This design comes from an exercise in tuning for small area and a short achievable clock period on the open sky130 flow, not from production work. Power and IR drop assume default switching activity.

## tcpStream
module tcpStream #(
	parameter int fifoDepth = 64
) (
	input  wire                  CLOCK,
	input  wire                  rst,
	input  wire                  newPkt,
	input  wire                  dataValid,
	input  wire tcpStreamPkg::byteT   data,
	input  wire tcpStreamPkg::ipAddrT srcIp,
	input  wire tcpStreamPkg::portT   srcPort,
	input  wire tcpStreamPkg::ipAddrT dstIp,
	input  wire tcpStreamPkg::portT   dstPort,
	input  wire                  outReady,
	output logic                 outValid,
	output tcpStreamPkg::byteT   outData,
	output logic                 outFirst,
	output logic                 dropped,
	output logic                 gapped
);
export LEC_CHECK = 0
export ABC_CLOCK_PERIOD_IN_PS = 2200
export CAP_MARGIN = 20
export CORE_MARGIN = 2
export CORE_UTILIZATION = 55
export CTS_BUF_LIST = sky130_fd_sc_hd__clkbuf_16
export CTS_CLUSTER_DIAMETER = 120
export CTS_CLUSTER_SIZE = 24
export PLACE_DENSITY = 0.7
export SETUP_SLACK_MARGIN = 3.3
export SLEW_MARGIN = 20
create_clock -name core_clock -period 5.5 [get_ports {CLOCK}]
standard.sh (not shown) runs the stock make flow with config.mk's settings and CLKGATE_MAP_FILE= SYNTH_SCRIPT=/design/flow/synth_recipe.tcl, a recipe that flattens the netlist after the stock synthesis.
==> flow/flow/run.sh <==
#!/bin/bash
# The standard layout, with plain buffers on the ports in place of the
# delay buffers that buffer_ports picks by default. Every port still gets
# its own buffer.
set -euo pipefail
export BUFFER_PORTS_ARGS="-buffer_cell sky130_fd_sc_hd__buf_1"
bash standard.sh > standard.log 2>&1
Next try:
--- a/flow/design.v
+++ b/flow/design.v
@@ -89,12 +89,13 @@
 	logic                 hiBorrow;	 
 	logic                 loZero;		 
 	logic                 payLast;		 
 	logic                 payNonZero;	 
 	tcpStreamPkg::byteT   cmpByte;
 	logic [11:0]          cmpSel;		 
+	tcpStreamPkg::byteT   cmpNext;
 	logic                 cmpIn;
 	logic ihlLow, ihlMin, ihlOpt, offMin, offOpt;
 	assign ihlLow = ihl < MIN_HDR_WORDS;
 	assign ihlMin = ihl == MIN_HDR_WORDS;
 	assign ihlOpt = ihl > MIN_HDR_WORDS;
 	assign offMin = dataOff == MIN_HDR_WORDS;
@@ -158,21 +159,24 @@
 			left <= fieldLast ? leftLoad : left - 1'b1;
 	end
 	assign cmpIn = byteIn && ((sIpFixed && left <= IP_FIXED_BYTES - 1'b1 - IP_SRC_POS) || sTcpPorts);
 	logic [95:0] sessBytes;
 	assign sessBytes = {srcIp, dstIp, srcPort, dstPort};
 	always_comb begin
-		cmpByte = '0;
-		for (int i = 0; i < 12; i++)
-			cmpByte = cmpByte | (sessBytes[95 - 8 * i -: 8] & {8{cmpSel[i]}});
+		cmpNext = '0;
+		for (int i = 1; i < 12; i++)
+			cmpNext = cmpNext | (sessBytes[95 - 8 * i -: 8] & {8{cmpSel[i]}});
 	end
 	always_ff @(posedge CLOCK) begin
-		if (newPkt)
-			cmpSel <= 12'b0000_0000_0001;
-		else if (cmpIn)
-			cmpSel <= {cmpSel[10:0], 1'b0};
+		if (newPkt) begin
+			cmpByte <= sessBytes[95:88];
+			cmpSel  <= 12'b0000_0000_0010;
+		end else if (cmpIn) begin
+			cmpByte <= cmpNext;
+			cmpSel  <= {cmpSel[10:0], 1'b0};
+		end
 	end
 	always_ff @(posedge CLOCK) begin
 		if (byteIn) begin
 			if (sIpFixed && left == IP_FIXED_BYTES - 1'b1)
 				ihl <= data[3:0];
 			if (sIpFixed && left == IP_FIXED_BYTES - 1'b1 - IP_PROTO_POS)
@@ -231,12 +235,13 @@
 	logic [8:0] snd;
 	logic [7:0] sndHi;	 
 	logic [7:0] sndLo;	 
 	logic       empty;	 
 	logic       one;	 
 	logic       full;	 
+	logic       droppedN;	 
 	logic payValid;
 	logic doWrite;		 
 	logic fullNext;
 	logic doRead;
 	logic inc;
 	logic dec;
@@ -260,14 +265,18 @@
 	logic headDin;
 	logic headSnd;
 	logic headHold;
 	assign headDin  = doWrite && (empty || (doRead && one));
 	assign headSnd  = doRead && !headDin;
 	assign headHold = !doRead && !headDin;
+	logic [8:0] headNext;
+	logic [8:0] headN;
+	assign headNext = ({9{headDin}} & din) | ({9{headSnd}} & snd) | ({9{headHold}} & ~headN);
 	always_ff @(posedge CLOCK) begin
-		head <= ({9{headDin}} & din) | ({9{headSnd}} & snd) | ({9{headHold}} & head);
+		head  <= headNext;
+		headN <= ~headNext;
 	end
 	assign fullNext = rst ? 1'b0 :
 		inc ? sndHi[7] && sndLo[5] :	 
 		dec ? 1'b0 : full;
 	always_ff @(posedge CLOCK) begin
 		payValid <= payValidNext;
@@ -279,12 +288,13 @@
 			sndHi    <= 8'b1000_0000;	 
 			sndLo    <= 8'b0100_0000;
 			outValid <= 1'b0;
 			empty    <= 1'b1;
 			one      <= 1'b0;
 			dropped  <= 1'b0;
+			droppedN <= 1'b1;
 		end else begin
 			outValid <= inc || (dec ? !one : !empty);
 			if (inc) begin
 				sndLo    <= {sndLo[6:0], sndLo[7]};
 				if (sndLo[7]) sndHi <= {sndHi[6:0], sndHi[7]};
 				empty    <= 1'b0;
@@ -293,14 +303,14 @@
 			if (dec) begin
 				sndLo    <= {sndLo[0], sndLo[7:1]};
 				if (sndLo[0]) sndHi <= {sndHi[0], sndHi[7:1]};
 				empty    <= one;
 				one      <= sndHi[0] && sndLo[0];	 
 			end
-			if (payValid && full)
-				dropped <= 1'b1;
+			dropped  <= !droppedN || (payValid && full);
+			droppedN <= droppedN && !(payValid && full);
 		end
 	end
 endmodule
 `default_nettype wire
 `timescale 1ns/1ps
 `default_nettype none
@@ -338,23 +348,25 @@
 		end
 		if (pend[2])
 			{carry, expSeq[23:16]} <= 9'(segSeq[23:16]) + 9'(carry);
 		if (pend[3])
 			expSeq[31:24]          <= segSeq[31:24] + 8'(carry);
 	end
+	logic gappedNext;
+	logic gappedN;
+	assign gappedNext = segValid ? !segSyn && synSeen && seqMiss : !gappedN;
 	always_ff @(posedge CLOCK) begin
 		if (rst) begin
 			synSeen <= 1'b0;
 			gapped  <= 1'b0;
-		end else if (segValid) begin
-			if (segSyn) begin
+			gappedN <= 1'b1;
+		end else begin
+			if (segValid && segSyn)
 				synSeen <= 1'b1;
-				gapped  <= 1'b0;
-			end else begin
-				gapped <= synSeen && seqMiss;
-			end
+			gapped  <= gappedNext;
+			gappedN <= !gappedNext;
 		end
 	end
 endmodule
 `default_nettype wire
 `timescale 1ns/1ps
 `default_nettype none
Result: Global-route usage fell by 0.34 points; power rose by about 2.2%; design area rose by about 0.35%; first-iteration DRC count fell by about 7.5%; fmax rose by 12%; core utilization fell by 1.2 points; sequential power rose by about 2%; setup slack improved by 0.26 ns; routed wire length fell by about 0.65%; synthesized cell count rose by about 1.8%; via count barely changes.
No run of this note included a check of the RTL's function; only the layout flow was run.


tcpStream, a different RTL version from the one above (not shown whole).
For scale: about 740 flip-flops, about 120 I/O pins, roughly 30000 um^2 of cells after synthesis.
clock: 5.5 ns
lec_check: 0
abc_clock_period_in_ps: 2300
cap_margin: 20
core_margin: 2
core_utilization: 40
place_density: 0.6
setup_slack_margin: 3.2
slew_margin: 20
run.sh (not shown) runs the stock make flow with config.mk's settings and CLKGATE_MAP_FILE= SYNTH_SCRIPT=/design/flow/synth_recipe.tcl, a recipe that flattens the netlist after the stock synthesis.
Stock flow here: none of the scripts above is used.
Next try:
--- a/flow/design.v
+++ b/flow/design.v
@@ -80,17 +80,17 @@
 	logic [3:0]           dataOff;
 	logic                 ipTcp;
 	tcpStreamPkg::seqNumT seqReg;
 	logic                 synFlag;
 	logic                 match;		 
 	logic                 firstFlag;
 	tcpStreamPkg::lenT    payLeft;
 	tcpStreamPkg::lenT    payLen;
-	logic [4:0]           hdrWords;
+	logic [3:0]           hdrWords;
 	logic                 payLast;		 
 	logic                 payNonZero;	 
 	tcpStreamPkg::byteT   cmpByte;
 	logic [3:0]           cmpIdx;		 
 	tcpStreamPkg::byteT   cmpNext;
 	logic                 cmpIn;
 	logic ihlLow, ihlMin, ihlOpt, offMin, offOpt;
 	assign ihlLow = ihl < MIN_HDR_WORDS;
@@ -101,17 +101,17 @@
 	assign fieldLast = left == '0;
 	assign hdrDone = byteIn && fieldLast && ((sTcpRest && offMin) || sTcpOpt);
 	assign payValid = !rst && byteIn && sPayload;
 	assign payFirst = firstFlag;
 	assign segValid = !rst && hdrDone && match;
 	assign segSeq   = seqReg;
 	assign segSyn   = synFlag;
 	assign segLen   = payLeft;	 
-	assign hdrWords = 5'(ihl) + 5'(data[7:4]);
+	assign hdrWords = sTcpOffset ? ihl : dataOff;
 	assign payLen   = {payLeft[15:2] - 14'(hdrWords), payLeft[1:0]};
 	assign leftLoad =
 		({6{sEthHi && isVlanHi}}              & (VLAN_BYTES - 1'b1)) |
 		({6{sEthLo}}                          & (IP_FIXED_BYTES - 1'b1)) |
 		({6{sIpFixed && ihlOpt}}              & {4'(ihl - 4'd6), 2'b11}) |
 		({6{(sIpFixed && !ihlOpt) || sIpOpt || sTcpPorts || sTcpSeq}} & (TCP_SEQ_BYTES - 1'b1)) |
 		({6{sTcpFlags}}                       & (TCP_REST_BYTES - 1'b1)) |
 		({6{sTcpRest}}                        & {4'(dataOff - 4'd6), 2'b11});
@@ -197,17 +197,17 @@
 	always_ff @(posedge CLOCK) begin
 		if (byteIn) begin
 			if (sPayload)
 				payLeft <= payLeft - 1'b1;
 			else if (sIpFixed && left == IP_FIXED_BYTES - 1'b1 - IP_LEN_HI_POS)
 				payLeft[15:8] <= data;
 			else if (sIpFixed && left == IP_FIXED_BYTES - 1'b1 - IP_LEN_LO_POS)
 				payLeft[7:0] <= data;
-			else if (sTcpOffset)
+			else if (sTcpOffset || sTcpFlags)
 				payLeft <= payLen;
 		end
 		payLast    <= (byteIn && sPayload) ? payLeft == 16'd2 : payLeft == 16'd1;
 		payNonZero <= payLeft != '0;
 	end
 endmodule
 `default_nettype wire
 `timescale 1ns/1ps
@@ -269,28 +269,27 @@
 			sndHi    <= 8'b1000_0000;	 
 			sndLo    <= 8'b0100_0000;
 			outValid <= 1'b0;
 			empty    <= 1'b1;
 			one      <= 1'b0;
 			full     <= 1'b0;
 			dropped  <= 1'b0;
 		end else begin
+			outValid <= inc || (dec ? !one : !empty);
 			if (inc) begin
 				sndLo    <= {sndLo[6:0], sndLo[7]};
 				if (sndLo[7]) sndHi <= {sndHi[6:0], sndHi[7]};
-				outValid <= 1'b1;
 				empty    <= 1'b0;
 				one      <= empty;
 				full     <= sndHi[7] && sndLo[5];	 
 			end
 			if (dec) begin
 				sndLo    <= {sndLo[0], sndLo[7:1]};
 				if (sndLo[0]) sndHi <= {sndHi[0], sndHi[7:1]};
-				outValid <= !one;
 				empty    <= one;
 				one      <= sndHi[0] && sndLo[0];	 
 				full     <= 1'b0;
 			end
 			if (payValid && full)
 				dropped <= 1'b1;
 		end
 	end
@@ -306,27 +305,31 @@
 	input  wire tcpStreamPkg::seqNumT segSeq,
 	input  wire                 segSyn,
 	input  wire tcpStreamPkg::lenT    segLen,
 	output logic                gapped
 );
 	tcpStreamPkg::seqNumT expSeq;		 
 	logic   synSeen;
 	logic   seqMiss;
-	logic   loPend;
-	logic   hiPend;
-	logic   loCarry;
+	logic [2:0] pend;		 
+	logic   carry;
+	logic [15:0] addend;
+	assign addend = segSyn ? 16'd1 : segLen;	 
 	always_ff @(posedge CLOCK) begin
 		seqMiss <= segSeq != expSeq;
-		loPend  <= segValid;
-		hiPend  <= loPend;
-		if (loPend)	 
-			{loCarry, expSeq[15:0]} <= 17'(segSeq[15:0]) + 17'(segSyn ? 16'd1 : segLen);
-		if (hiPend)
-			expSeq[31:16] <= segSeq[31:16] + 16'(loCarry);
+		pend    <= {pend[1:0], segValid};
+		if (segValid)
+			{carry, expSeq[7:0]}   <= 9'(segSeq[7:0]) + 9'(addend[7:0]);
+		if (pend[0])
+			{carry, expSeq[15:8]}  <= 9'(segSeq[15:8]) + 9'(addend[15:8]) + 9'(carry);
+		if (pend[1])
+			{carry, expSeq[23:16]} <= 9'(segSeq[23:16]) + 9'(carry);
+		if (pend[2])
+			expSeq[31:24]          <= segSeq[31:24] + 8'(carry);
 	end
 	always_ff @(posedge CLOCK) begin
 		if (rst) begin
 			synSeen <= 1'b0;
 			gapped  <= 1'b0;
 		end else if (segValid) begin
 			if (segSyn) begin
 				synSeen <= 1'b1;
- cell count decreases slightly
- worst setup slack gets worse by 0.075 ns
- routed wire length decreases by a few percent
- first-iteration DRC count increases by a few percent
- sequential power is about the same
- maximum frequency decreases by a few percent
- die area decreases slightly
- hold slack gets worse by 0.040 ns
- non-clock buffer count decreases by 7
- design area decreases slightly
- clock skew increases by 0.0053 ns
Function was not checked in any run of this note: the RTL went through the layout flow alone.


Another version of the RTL of tcpStream (not shown whole).
Size in the first run: about 2100 cells after synthesis, roughly 750 flip-flops, about 120 I/O pins, ~31000 um2 of cells after synthesis.
==> flow/config.mk <==
export PLATFORM = sky130hd
export DESIGN_NAME = tcpStream
export DESIGN_NICKNAME = tcpStream
export VERILOG_FILES = /design/flow/design.v
export SDC_FILE = /design/flow/constraint.sdc
export NUM_CORES = 4
export LEC_CHECK = 0
export ABC_CLOCK_PERIOD_IN_PS = 2200
export CAP_MARGIN = 20
export CORE_MARGIN = 2
export CORE_UTILIZATION = 40
export CTS_BUF_LIST = sky130_fd_sc_hd__clkbuf_16
export CTS_CLUSTER_DIAMETER = 120
export CTS_CLUSTER_SIZE = 24
export PLACE_DENSITY = 0.6
export SETUP_SLACK_MARGIN = 3.3
export SLEW_MARGIN = 20
==> flow/constraint.sdc <==
create_clock -name core_clock -period 5.5 [get_ports {CLOCK}]
set_input_delay 1.1000 -clock core_clock [delete_from_list [all_inputs] [get_ports {CLOCK}]]
set_output_delay 1.1000 -clock core_clock [all_outputs]
set_load 0.01 [all_outputs]
standard.sh (not shown) runs the stock make flow with config.mk's settings and CLKGATE_MAP_FILE= SYNTH_SCRIPT=/design/flow/synth_recipe.tcl, a recipe that flattens the netlist after the stock synthesis.
Scripts as last shown in full above: flow/flow/run.sh
==> next run, changes <==
--- a/flow/design.v
+++ b/flow/design.v
@@ -82,26 +82,25 @@
 	tcpStreamPkg::seqNumT seqReg;
 	logic                 synFlag;
 	logic                 match;		 
 	logic                 firstFlag;
 	tcpStreamPkg::lenT    payLeft;
 	logic [8:0]           payLenLo;	 
 	logic [3:0]           hdrWords;
 	logic                 hiBorrow;	 
 	logic                 loZero;		 
 	logic                 payLast;		 
 	logic                 payNonZero;	 
 	tcpStreamPkg::byteT   cmpByte;
-	logic [3:0]           cmpIdx;		 
-	tcpStreamPkg::byteT   cmpNext;
+	logic [11:0]          cmpSel;		 
 	logic                 cmpIn;
 	logic ihlLow, ihlMin, ihlOpt, offMin, offOpt;
 	assign ihlLow = ihl < MIN_HDR_WORDS;
 	assign ihlMin = ihl == MIN_HDR_WORDS;
 	assign ihlOpt = ihl > MIN_HDR_WORDS;
 	assign offMin = dataOff == MIN_HDR_WORDS;
 	assign offOpt = dataOff > MIN_HDR_WORDS;
 	assign fieldLast = left == '0;
 	assign hdrDone = byteIn && fieldLast && ((sTcpRest && offMin) || sTcpOpt);
 	assign payFirst = firstFlag;
 	assign segValid = !rst && hdrDone && match;
 	assign segSeq   = seqReg;
@@ -150,47 +149,36 @@
 				firstFlag <= 1'b1;
 			else if (sPayload)
 				firstFlag <= 1'b0;
 		end
 	end
 	always_ff @(posedge CLOCK) begin
 		if (newPkt)
 			left <= MAC_BYTES - 1'b1;
 		else if (byteIn)
 			left <= fieldLast ? leftLoad : left - 1'b1;
 	end
 	assign cmpIn = byteIn && ((sIpFixed && left <= IP_FIXED_BYTES - 1'b1 - IP_SRC_POS) || sTcpPorts);
+	logic [95:0] sessBytes;
+	assign sessBytes = {srcIp, dstIp, srcPort, dstPort};
 	always_comb begin
-		case (cmpIdx)
-			4'd1:    cmpNext = srcIp[23:16];
-			4'd2:    cmpNext = srcIp[15:8];
-			4'd3:    cmpNext = srcIp[7:0];
-			4'd4:    cmpNext = dstIp[31:24];
-			4'd5:    cmpNext = dstIp[23:16];
-			4'd6:    cmpNext = dstIp[15:8];
-			4'd7:    cmpNext = dstIp[7:0];
-			4'd8:    cmpNext = srcPort[15:8];
-			4'd9:    cmpNext = srcPort[7:0];
-			4'd10:   cmpNext = dstPort[15:8];
-			default: cmpNext = dstPort[7:0];
-		endcase
-	end
-	always_ff @(posedge CLOCK) begin
-		if (newPkt) begin
-			cmpByte <= srcIp[31:24];
-			cmpIdx  <= 4'd1;
-		end else if (cmpIn) begin
-			cmpByte <= cmpNext;
-			cmpIdx  <= cmpIdx + 1'b1;
-		end
+		cmpByte = '0;
+		for (int i = 0; i < 12; i++)
+			cmpByte = cmpByte | (sessBytes[95 - 8 * i -: 8] & {8{cmpSel[i]}});
+	end
+	always_ff @(posedge CLOCK) begin
+		if (newPkt)
+			cmpSel <= 12'b0000_0000_0001;
+		else if (cmpIn)
+			cmpSel <= {cmpSel[10:0], 1'b0};
 	end
 	always_ff @(posedge CLOCK) begin
 		if (byteIn) begin
 			if (sIpFixed && left == IP_FIXED_BYTES - 1'b1)
 				ihl <= data[3:0];
 			if (sIpFixed && left == IP_FIXED_BYTES - 1'b1 - IP_PROTO_POS)
 				ipTcp <= isTcp;
 			if (sTcpSeq)
 				seqReg <= {seqReg[23:0], data};	 
 			if (sTcpOffset)
 				dataOff <= data[7:4];
 			if (sTcpFlags)
@@ -324,32 +312,34 @@
 	input  wire tcpStreamPkg::seqNumT segSeq,
 	input  wire                 segSyn,
 	input  wire tcpStreamPkg::lenT    segLen,
 	output logic                gapped
 );
 	tcpStreamPkg::seqNumT expSeq;		 
 	logic   synSeen;
 	logic   seqMiss;
 	logic [3:0] pend;		 
 	logic   carry0;		 
 	logic   carry1;		 
 	logic   carry;
-	logic [15:0] addend;
-	assign addend = segSyn ? 16'd1 : segLen;	 
+	logic [8:0] sumLo;
+	logic [8:0] sumHi;
+	assign sumLo = segSyn ? 9'(segSeq[7:0]) + 9'd1 : 9'(segSeq[7:0]) + 9'(segLen[7:0]);
+	assign sumHi = segSyn ? {1'b0, segSeq[15:8]}   : 9'(segSeq[15:8]) + 9'(segLen[15:8]);
 	always_ff @(posedge CLOCK) begin
 		seqMiss <= segSeq != expSeq;
 		pend    <= {pend[2:0], segValid};
 		if (pend[0]) begin	 
-			{carry0, expSeq[7:0]}  <= 9'(segSeq[7:0]) + 9'(addend[7:0]);
-			{carry1, expSeq[15:8]} <= 9'(segSeq[15:8]) + 9'(addend[15:8]);
+			{carry0, expSeq[7:0]}  <= sumLo;
+			{carry1, expSeq[15:8]} <= sumHi;
 		end
 		if (pend[1]) begin
 			expSeq[15:8] <= expSeq[15:8] + 8'(carry0);
 			carry        <= carry1 || (carry0 && expSeq[15:8] == 8'hff);
 		end
 		if (pend[2])
 			{carry, expSeq[23:16]} <= 9'(segSeq[23:16]) + 9'(carry);
 		if (pend[3])
 			expSeq[31:24]          <= segSeq[31:24] + 8'(carry);
 	end
 	always_ff @(posedge CLOCK) begin
 		if (rst) begin
Clock power grows by about 1%.
Via count grows by 1.3%.
Critical path depth grows by 8.
First-iteration DRC count grows by 29%.
Hold slack barely changes.
Combinational power shrinks by 17%.
Global-route usage grows by 0.83 points.
Count of clock-buffer cells in the layout stays the same.
Power hardly moves.
Sequential share of layout area barely changes.
Utilization grows by 0.51 points.
Routed wire length grows by 5.5%.
Cell count shrinks by 1.6%.
No run of this note included a check of the RTL's function; only the layout flow was run.

==> static timing again, ports no longer ideal <==
No port has a modelled driver above. Below, the same layouts with a new extraction and two added sets of constraints.
Step 1: set_driving_cell puts a clkbuf_16 on CLOCK and a buf_2 on each other input, an assumption about the parent block.
Step 2 moves the port delays by t, midway between the first and last clock arrival at a register: inputs arrive t later, outputs are due t later. That takes back most of the time a late clock gives input paths.
Three values: no drivers, after step 1, after step 2; two values: the first two.
run | t, ns | setup WS [ns] | worst setup path after step 2 | worst data-port slew with drivers (ns) | cell pins on the clock port's net
the first run of note 1 | 0.637 | 3.042 / 3.042 / 2.413 | input to register | 0.06 | 1
the second run of note 1 | 0.657 | 3.298 / 3.234 / 2.718 | input to register | 0.10 | 1
the first run of note 2 | 0.669 | 2.923 / 2.923 / 2.464 | input to register | 0.12 | 1
the second run of note 2 | 0.676 | 2.848 / 2.848 / 2.563 | input to register | 0.07 | 1
the first run of note 3 | 0.644 | 3.267 / 3.205 / 2.737 | input to register | 0.12 | 1
the second run of note 3 | 0.647 | 2.966 / 2.996 / 2.349 | input to register | 0.05 | 1
After both steps setup and hold are still met in every run listed. The setup slack of the first run of note 1, which loses most, moves by 0.000 ns with the drivers and by -0.629 ns with both steps.
